Background: an optimization exercise with open tools, aiming at a short achievable clock period and few clock cycles. Do not read the settings as production practice.
The RTL was checked by simulation tests, not by an equivalence proof against the original design.
No activity file was given, so power comes from the tool's default toggle rates.

`flow/run.sh`:
```
#!/bin/bash
# synth_recipe.tcl (not shown) runs the flow's synth.tcl, then flattens the netlist and writes it again
# the make line also repeats each setting of config.mk as NAME=value (left out here)
make -C /OpenROAD-flow-scripts/flow DESIGN_CONFIG=/design/flow/config.mk WORK_HOME=/design/flow/orfs CLKGATE_MAP_FILE= SYNTH_SCRIPT=/design/flow/synth_recipe.tcl finish
```
`flow/config.mk`:
```
export PLATFORM = sky130hd
export DESIGN_NAME = rv_core
export DESIGN_NICKNAME = rv_core
export VERILOG_FILES = /design/flow/design.v
export SDC_FILE = /design/flow/constraint.sdc
export NUM_CORES = 4
export LEC_CHECK = 0
export CAP_MARGIN = 20
export CORE_MARGIN = 2
export CORE_UTILIZATION = 40
export PLACE_DENSITY = 0.6
export SLEW_MARGIN = 20
```
`flow/constraint.sdc`:
```
create_clock -name core_clock -period 6.5 [get_ports {clk}]
set_input_delay 1.3000 -clock core_clock [delete_from_list [all_inputs] [get_ports {clk}]]
set_output_delay 1.3000 -clock core_clock [all_outputs]
set_load 0.01 [all_outputs]
```
`flow/design.v`:
```
`default_nettype none
package rv_isa_pkg;
    localparam logic [6:0] OPC_OP     = 7'b0110011;   
    localparam logic [6:0] OPC_OP_IMM = 7'b0010011;   
    localparam logic [6:0] OPC_BRANCH = 7'b1100011;
    localparam logic [2:0] F3_ADD_SUB = 3'b000;
    localparam logic [2:0] F3_SLT     = 3'b010;
    localparam logic [2:0] F3_XOR     = 3'b100;
    localparam logic [2:0] F3_OR      = 3'b110;
    localparam logic [2:0] F3_AND     = 3'b111;
    localparam logic [2:0] F3_BEQ = 3'b000;
    localparam logic [2:0] F3_BNE = 3'b001;
    localparam logic [6:0] F7_SUB = 7'b0100000;
    localparam logic [31:0] NOP_INSN = 32'h0000_0013;   
    typedef struct packed {
        logic [6:0] funct7;
        logic [4:0] rs2;
        logic [4:0] rs1;
        logic [2:0] funct3;
        logic [4:0] rd;
        logic [6:0] opcode;
    } rv_r_fmt_t;
    typedef struct packed {
        logic [11:0] imm;
        logic [4:0]  rs1;
        logic [2:0]  funct3;
        logic [4:0]  rd;
        logic [6:0]  opcode;
    } rv_i_fmt_t;
    typedef struct packed {
        logic       imm12;
        logic [5:0] imm10_5;
        logic [4:0] rs2;
        logic [4:0] rs1;
        logic [2:0] funct3;
        logic [3:0] imm4_1;
        logic       imm11;
        logic [6:0] opcode;
    } rv_b_fmt_t;
    typedef union packed {
        rv_r_fmt_t r;
        rv_i_fmt_t i;
        rv_b_fmt_t b;
    } rv_insn_u;
endpackage
`default_nettype wire
`default_nettype none
package core_pkg;
    localparam int XLEN       = 32;
    localparam int REG_ADDR_W = 5;
    localparam logic [XLEN-1:0] RESET_PC = '0;
endpackage
`default_nettype wire
`default_nettype none
import core_pkg::*;
import rv_isa_pkg::*;
module rv_core (
    input  wire logic        clk,
    input  wire logic        rst,
    input  wire logic [31:0] imem_rdata,
    output logic [31:0]      imem_addr,
    output logic             retire_valid,
    output logic [31:0]      retire_pc,
    output logic [31:0]      retire_insn,
    output logic [4:0]       retire_rd,
    output logic             retire_rd_we,
    output logic [31:0]      retire_wdata
);
    logic [31:0] pc;
    logic        x_valid;
    logic [31:0] x_pc;
    logic [31:0] x_insn;
    logic [31:0] x_a;        
    logic [31:0] x_b;        
    logic        x_fa;       
    logic        x_fb;       
    logic        x_add, x_sub, x_and, x_or, x_xor, x_slt;
    logic        x_beq, x_bne;
    logic        x_pred;     
    logic [31:0] x_alt_pc;   
    logic [4:0]  x_rd;
    logic        x_we;
    logic        r_valid;
    logic [31:0] r_pc;
    logic [31:0] r_insn;
    logic [4:0]  r_rd;
    logic        r_we;
    logic [31:0] r_wdata;
    logic [31:0] rf [1:31];
    logic [31:0] w;
    logic [6:0]  opc;
    logic [2:0]  f3;
    logic [6:0]  f7;
    logic [4:0]  rs1, rs2, rd;
    logic        is_op, is_opi, is_br, f3_alu, f7_ok, writes, pred;
    logic [31:0] imm_i, imm_b, pc4, target;
    logic [31:0] a_rd, b_rd;
    assign imem_addr = pc;
    assign w    = imem_rdata;
    assign opc  = w[6:0];
    assign f3   = w[14:12];
    assign f7   = w[31:25];
    assign rs1  = w[19:15];
    assign rs2  = w[24:20];
    assign rd   = w[11:7];
    assign is_op  = (opc == OPC_OP);
    assign is_opi = (opc == OPC_OP_IMM);
    assign is_br  = (opc == OPC_BRANCH) && (f3[2:1] == 2'b00);
    assign f3_alu = (f3 == F3_ADD_SUB) || (f3 == F3_SLT) || (f3 == F3_XOR)
                 || (f3 == F3_OR) || (f3 == F3_AND);
    assign f7_ok  = (f7 == 7'd0) || (f7 == F7_SUB && f3 == F3_ADD_SUB);
    assign writes = f3_alu && (is_opi || (is_op && f7_ok));
    assign pred = is_br && (f3[0] ^ (rs1 == rs2));
    assign imm_i  = {{20{w[31]}}, w[31:20]};
    assign imm_b  = {{20{w[31]}}, w[7], w[30:25], w[11:8], 1'b0};
    assign pc4    = pc + 32'd4;
    assign target = pc + imm_b;
    function automatic logic [31:0] rf_read(input logic [4:0] idx);
        if (idx == 5'd0) begin
            rf_read = '0;
        end else if (r_valid && r_we && r_rd == idx) begin
            rf_read = r_wdata;
        end else begin
            rf_read = rf[idx];
        end
    endfunction
    assign a_rd = rf_read(rs1);
    assign b_rd = rf_read(rs2);
    logic [31:0] op_a, op_b, sum, diff, result;
    logic        slt, eq, taken, mispredict;
    assign op_a = x_fa ? r_wdata : x_a;
    assign op_b = x_fb ? r_wdata : x_b;
    assign sum  = op_a + op_b;
    assign diff = op_a - op_b;
    assign slt  = (op_a[31] ^ op_b[31]) ? op_a[31] : diff[31];
    assign eq   = (op_a == op_b);
    assign result = ({32{x_add}} & sum)
                  | ({32{x_sub}} & diff)
                  | ({32{x_and}} & (op_a & op_b))
                  | ({32{x_or}}  & (op_a | op_b))
                  | ({32{x_xor}} & (op_a ^ op_b))
                  | {31'd0, x_slt & slt};
    assign taken      = (x_beq && eq) || (x_bne && !eq);
    assign mispredict = x_valid && (taken != x_pred);
    always_ff @(posedge clk) begin
        if (rst) begin
            pc      <= RESET_PC;
            x_valid <= 1'b0;
        end else if (mispredict) begin
            pc      <= x_alt_pc;
            x_valid <= 1'b0;
        end else begin
            pc      <= pred ? target : pc4;
            x_valid <= 1'b1;
        end
        x_pc     <= pc;
        x_insn   <= w;
        x_a      <= a_rd;
        x_b      <= is_opi ? imm_i : b_rd;
        x_fa     <= x_valid && x_we && (x_rd == rs1);
        x_fb     <= !is_opi && x_valid && x_we && (x_rd == rs2);
        x_add    <= f3 == F3_ADD_SUB && !(is_op && f7 == F7_SUB);
        x_sub    <= f3 == F3_ADD_SUB && is_op && f7 == F7_SUB;
        x_slt    <= f3 == F3_SLT;
        x_xor    <= f3 == F3_XOR;
        x_or     <= f3 == F3_OR;
        x_and    <= f3 == F3_AND;
        x_beq    <= is_br && !f3[0];
        x_bne    <= is_br && f3[0];
        x_pred   <= pred;
        x_alt_pc <= pred ? pc4 : target;
        x_rd     <= rd;
        x_we     <= writes && (rd != 5'd0);
        r_valid  <= x_valid && !rst;
        r_pc     <= x_pc;
        r_insn   <= x_insn;
        r_rd     <= x_rd;
        r_we     <= x_we;
        r_wdata  <= result;
        if (r_valid && r_we) begin
            rf[r_rd] <= r_wdata;
        end
    end
    assign retire_valid = r_valid;
    assign retire_pc    = r_pc;
    assign retire_insn  = r_insn;
    assign retire_rd    = r_rd;
    assign retire_rd_we = r_we;
    assign retire_wdata = r_wdata;
endmodule
`default_nettype wire
```
==> results of run 1 <==
kinds of logic after synthesis:
group           after synthesis
flops                      1294
compound gates              863
mux                         755
simple gates                733
buf+inv                     411
fa+ha+maj                   139
xor+xnor                     84
report_power, final:
| part | switching, mW | total [mW] | internal [mW] |
|---|---|---|---|
| Clock | 3.45 | 8.09 | 4.64 |
| Sequential | 0.111 | 9.59 | 9.48 |
| Combinational | 1.98 | 3.00 | 1.02 |
area by class of cell:
class / count / area [µm²] / share of cell area
Multi-Input combinational cell: 2574 / 25000 / 0.350
Sequential cell: 1294 / 35800 / 0.502
Clock buffer: 200 / 4020 / 0.0563
Timing Repair Buffer: 304 / 2880 / 0.0403
Tap cell: 2044 / 2560 / 0.0358
Clock inverter: 57 / 653 / 0.00915
Inverter: 113 / 424 / 0.00594
per-layer routing:
layer  wire length [µm]  up-vias  GRT usage
li1                   -    17323          -
met1              81900    21458      0.345
met2              91400     2159      0.385
met3              19000      385     0.0531
met4               7810        4     0.0964
met5                 25        -          0
per-stage QoR:
| stage | setup WS [ps] | utilization | std cells | hold slack (ps) | instance area [µm²] |
|---|---|---|---|---|---|
| 6_report | 1200 | 0.462 | 6586 | 321 | 71400 |
| 5_1_grt | 998 | 0.462 | 6586 | 325 | 71400 |
| 4_1_cts | 1340 | 0.462 | 6584 | 321 | 71300 |
| 3_5_place_dp | 1340 | 0.432 | 6327 | 312 | 66700 |
| 3_3_place_gp | 1430 | 0.431 | 6324 | 310 | 66600 |
| 2_1_floorplan | 2520 | - | 4279 | 310 | 62300 |
layout by cell type, fill, tap and decap left out, types with 135 or more instances in the layout:
| cell type | n |
|---|---|
| ha_1 | 135 |
| clkdlybuf4s50_1 | 158 |
| nand2_1 | 156 |
| nor2_1 | 187 |
| clkbuf_16 | 147 |
| o21ai_0 | 175 |
| dfxtp_1 | 299 |
| a21oi_1 | 321 |
| edfxtp_1 | 992 |
| mux4_2 | 440 |
| mux2i_1 | 249 |
path summary, 6_finish.rpt:
kind / cells past startpoint / slack [ps] / endpoint / from
worst max-delay path: 10 / 1200 / pc[26]$_SDFF_PP0_ / x_fa$_DFF_P_
worst min register to register: 0 / 320 / r_insn[13]$_DFF_P_ / x_insn[13]$_DFF_P_
worst min-delay path: 0 / 320 / r_insn[13]$_DFF_P_ / x_insn[13]$_DFF_P_
worst max register to register: 10 / 1200 / pc[26]$_SDFF_PP0_ / x_fa$_DFF_P_
sequential cells by signal (all words and copies together) (netlist names), 28 cells and up:
signal,count
r_wdata,32
pc,32
x_alt_pc,32
rf,992
x_pc,31
r_insn,28
x_insn,28
r_pc,32
x_b,32
x_a,32
==> flow_summary.yaml, run 1 <==
status:
  status: "complete, no violations"
synth:
  synth_top_area_frac: 0.478
  synth-edff-count: 992
  syn_area_um2: 62300
  syn_area_per_cell_um2: 14.6
  yosys-top-cells-count: "edfxtp_1 (992), mux4_2 (440), a21oi_1 (321), dfxtp_1 (302), mux2i_1 (250)"
  muxShareOfSynthArea: 0.211
  yosysTopAreaCell: "edfxtp_1"
  synthArstFlopShare: 0
  yosysSeqAreaShare: 0.575
  synth-simple-area-share: 0.0559
  synthMostInstantiatedCell: "edfxtp_1"
  synth_ff_type: "edfxtp_1"
  synth-xor-area-share: 0.0118
  synth_fa_ha_area_frac: 0.0284
  synth_top_family_by_area: "multiplexers"
  synthesis.nets: 4452
  synth_compound_area_frac: 0.0889
  synthCells: 4279
  synth.area.top_cells: "edfxtp_1 (48%), mux4_2 (16%), dfxtp_1 (9.7%)"
  yosys_register_bits: 1294
  ys_types: 85
  yosysWarnings: 1
clock_tree:
  clk_pin_slew_worst_paths_ps: 60
  ctsLongestPathBuffers: 3
  post_cts_buffers: 0
  cts_tree: "built"
  ctsHoldBuffers: 0
  cts_buffers: 142
  insertion_delay_ps: 810
  cts_max_level: 4
  cts_sinks: 1294
  clockRootBuffer: "clkbuf_16"
  cts_resized: 0
floorplanning:
  initial_utilization: 0.403
  io_pins: 169
  fp-row-count: 144
  die_x_um: 399
  die_area_um2: 159000
  dieHeight_um: 399
  coreArea_um2: 154000
drt:
  drt_iter0_drc: 4802
  vias_per_cell: 6.28
  ant_nets: 0
  routedWlPerCell_um: 30.4
  drt-total-wl_um: 200000
  dr.pass1.iters: 5
  vias: 41329
  drc: 0
setup_path:
  cpPeakStageDelay_ps: 770
  cp_max_fo: 33
  critPathSlowestCell: "nor4_1"
  startpoint_type: "flop"
  crit_chain: "buf_4 > mux2i_1 > ha_1 > nor4_1 > nand4_1 > nor3_1 > mux2i_1 > mux2_2 > nand3_1 > o211ai_1"
  path_delay_family: "simple AND/OR/NAND/NOR gates"
  arrival_ps: 6000
  crit_top_cell: "mux2i_1"
  crit_type: "flop to flop"
  cp.required_ps: 7200
  end_kind: "flop"
  path_buf_inv: 1
sta:
  max_slew_margin: 0.203
  setup_viol: 0
  worst_slew_pin_slew_ps: 1190
  fin_crit_ps: 5300
  tns_ps: 0
  min_period_over_period: 0.816
  rsz0062_at_grt: "no"
  slew_viol_final: 0
  fmax_mhz: 189
  hold_violations: 0
  fin_skew_ps: 43.2
power_and_ir_drop:
  p_total_mw: 20.7
  powerDensity_nw_per_um2: 290
  leakagePower_nw: 24.3
  peakVddDrop_mv: 0.228
global_route:
  grt_max_degree: 88
  antenna_found_initial: 4
  grt_pass1_vias: 40948
  grt_pass1_wl_um: 287000
  grt_use_total: 0.249
  grt_overflow: 0
layout:
  fin_nets: 4602
  nFillCells: 13311
  drive_gt1_frac: 0.204
  syn_to_final_growth_pct: 14.6
  antenna_cells: 0
job:
  maxCapViolCount: 0
placement:
  hpwl_um: 123000
  gp_congestion: 0.935
  port_buffers: 168
min_path:
  hold_path_class: "flop to flop"
Testbench counts, summed over its fixed seeds: cycles 24,837.
==> run 2: changes to the inputs <==
--- a/flow/config.mk
+++ b/flow/config.mk
@@ -5,8 +5,10 @@
 export SDC_FILE = /design/flow/constraint.sdc
 export NUM_CORES = 4
 export LEC_CHECK = 0
+export ABC_CLOCK_PERIOD_IN_PS = 3000
 export CAP_MARGIN = 20
 export CORE_MARGIN = 2
 export CORE_UTILIZATION = 40
 export PLACE_DENSITY = 0.6
+export SETUP_SLACK_MARGIN = 3.0
 export SLEW_MARGIN = 20
==> run 2 against run 1 <==
Against the previous run: power up 1.2%; still clean on timing, DRC and antenna; sequential power is 2% higher; non-clock buffer count grew 95; design area rose by 3.8%; area after synthesis did not move; final cell count is 1.4% higher; global-route usage is 0.73 points higher; critical path depth rose by 2; core utilization is 1.7 points higher; via count up 2.1%; clock power decreased by 2%.
==> flow_summary.yaml, run 2 <==
status:
  status: "complete, no violations"
drt:
  dr.pass1.iters: 6
  vias: 42213
  drt_iter0_drc: 5142
  vias_per_cell: 6.32
  ant_nets: 0
  drt-total-wl_um: 207000
  routedWlPerCell_um: 31.0
  drc: 0
placement:
  port_buffers: 168
  dpl_cell_area_um2: 66800
  hpwl_um: 124000
  pre_cts_slack_ps: 1330
  gp_congestion: 0.937
sta:
  slew_viol_final: 0
  worst_slew_pin_slew_ps: 1160
  hold_violations: 0
  setup_viol: 0
  worst_slack_ps: 2800
  rsz0062_at_grt: "yes"
  fin_crit_ps: 3700
  tns_ps: 0
  fin_skew_ps: 35.2
  max_slew_margin: 0.229
  fmax_mhz: 270
  min_period_over_period: 0.569
global_route:
  grt_pass1_wl_um: 294000
  grt_use_total: 0.256
  grt_overflow: 0
  grt_pass1_vias: 41848
  grt_max_degree: 70
  antenna_found_initial: 5
floorplanning:
  coreArea_um2: 154000
  die_x_um: 399
  io_pins: 169
  die_area_um2: 159000
  dieHeight_um: 399
  fp-row-count: 144
  initial_utilization: 0.403
synth:
  synth_top_area_frac: 0.478
  yosysSeqAreaShare: 0.575
  synth_ff_type: "edfxtp_1"
  syn_area_per_cell_um2: 14.6
  yosysWarnings: 1
  yosys_register_bits: 1294
  yosys-top-cells-count: "edfxtp_1 (992), mux4_2 (440), a21oi_1 (321), dfxtp_1 (302), mux2i_1 (250)"
  ys_types: 85
  yosysTopAreaCell: "edfxtp_1"
  synthCells: 4279
  synthMostInstantiatedCell: "edfxtp_1"
  syn_area_um2: 62300
  synthArstFlopShare: 0
  synthesis.nets: 4452
  synth-edff-count: 992
  synth.area.top_cells: "edfxtp_1 (48%), mux4_2 (16%), dfxtp_1 (9.7%)"
setup_path:
  startpoint_type: "flop"
  cp_max_fo: 9
  crit_type: "flop to flop"
  cp.required_ps: 7200
  end_kind: "flop"
  arrival_ps: 4400
layout:
  design_area_um2: 74100
  drive_gt1_frac: 0.265
  final_common_cell: "edfxtp_1"
  fin_nets: 4698
  antenna_cells: 0
  syn_to_final_growth_pct: 18.9
  nFillCells: 13085
  final_cell_mix: "edfxtp_1 (992), mux4_2 (440), a21oi_1 (313)"
  top_register: "rf"
  largest_reg_flops: 992
clock_tree:
  cts_buffers: 140
  clockRootBuffer: "clkbuf_16"
  insertion_delay_ps: 810
  cts_tree: "built"
  clk_pin_slew_worst_paths_ps: 60
  cts_sinks: 1294
  ctsLongestPathBuffers: 3
  ctsHoldBuffers: 0
  cts_max_level: 4
power_and_ir_drop:
  powerDensity_nw_per_um2: 283
  leakagePower_nw: 25.2
  peakVddDrop_mv: 0.322
job:
  maxCapViolCount: 0
min_path:
  hold_path_class: "flop to flop"
run 2: cell types whose count changed in the layout (fill, tap and decap cells not counted), sizes merged, moves of 3 or more:
cell           previous run  this run
buf                     145       238
clkbuf                  201       188
clkinv                   42        54
clkdlybuf4s50           158       147
dlymetal6s2s              0         6
dlygate4sd2               0         4
clkinvlp                  2         5
run 2: area by class of cell:
class                      count  area [µm²]  share of cell area
clock buffer                 184        3900              0.0526
clock inverter                70         637             0.00860
inverter                     113         435             0.00588
multi-input combinational   2577       26600               0.359
sequential                  1294       35900               0.485
tap                         2044        2560              0.0345
timing repair buffer         399        4080              0.0551
run 2: final timing paths:
check                   start           endpoint  slack (ps)  depth (start not counted)
max reg2reg      x_fb$_DFF_P_  pc[16]$_SDFF_PP0_        2800                         12
min          x_pc[18]$_DFF_P_   r_pc[18]$_DFF_P_         330                          0
max              x_fb$_DFF_P_  pc[16]$_SDFF_PP0_        2800                         12
min reg2reg  x_pc[18]$_DFF_P_   r_pc[18]$_DFF_P_         330                          0
run 2: cell families after synthesis:
family                   Yosys count  share of synthesized area
flip-flops                      1294                      0.575
AO/OA/AOI/OAI                    863                     0.0889
multiplexers                     755                      0.211
AND/OR/NAND/NOR                  733                     0.0559
buffers and inverters            411                     0.0286
adder cells (fa/ha/maj)          139                     0.0284
XOR/XNOR                          84                     0.0118
run 2: timing repair:
| item | CTS | global route |
|---|---|---|
| setup buffers | 51 | 35 |
| gates resized for setup | 201 | 173 |
| cloned | 5 | 3 |
| hold endpoints to repair | 0 | 0 |
| pin swaps | 34 | 59 |
| endpoints found under the setup margin | 244 | 104 |
run 2: layer usage:
layer / routed length [µm] / vias up / global-route usage
met2: 94400 / 2362 / 0.397
met1: 83800 / 21862 / 0.354
li1: - / 17542 / -
met4: 8630 / 2 / 0.103
met3: 20100 / 445 / 0.0528
met5: 12 / - / 0
run 2: stage by stage:
stage / utilization / std cells / power [mW] / hold WS, ps
floorplan: - / 4279 / 11.6 / 310
global placement: 0.432 / 6327 / 12.7 / 310
detailed placement: 0.433 / 6332 / 12.7 / 312
CTS: 0.471 / 6642 / 20.8 / 324
global route: 0.480 / 6681 / 21.6 / 328
finish: 0.480 / 6681 / 20.9 / 325
run 2: worst max-delay path, cell delays in order (launching register included):
cell and delay [ps]:
dfxtp_4 470, buf_12 220, mux2i_4 320, ha_4 270, nor4_4 380, nand4_1 230, nor3_4 380, mux2i_4 340
mux2i_4 380, buf_6 190, buf_16 150, a211oi_1 60, nor3_1 160
run 2: power by group:
group	internal, mW	switching [mW]
logic	1.25	2.00
registers	9.49	0.270
clock network	4.53	3.38
total	15.3	5.65

separate check: timing with driven ports:
How much do the figures lean on ideal ports? The routed layouts below were timed once more, with nothing changed but the port constraints.
Step 1, drivers: a clkbuf_16 drives clk and a buf_2 each remaining input, both assumed.
Step 2, shift: input delay + t, output delay - t, t = (earliest + latest rising clock arrival at the registers) / 2. This alone moves slack from input paths to output paths.
Three values: ideal, step 1, step 2; two values: the first two.
run | t, ns | slack for setup (ns) | clock arrival spread, ns | slew at the worst register clock pin (ns)
run 1 | 0.865 | 1.199 / 1.199 / 1.199 | 0.050 / 0.051 | 0.07 / 0.07
run 2 | 0.864 | 2.802 / 2.802 / 2.087 | 0.040 / 0.040 | 0.07 / 0.07
After both steps every run listed still meets setup and hold. For run 2, which loses most, drivers alone change the setup slack by 0.000 ns; drivers and shift together by -0.715 ns.
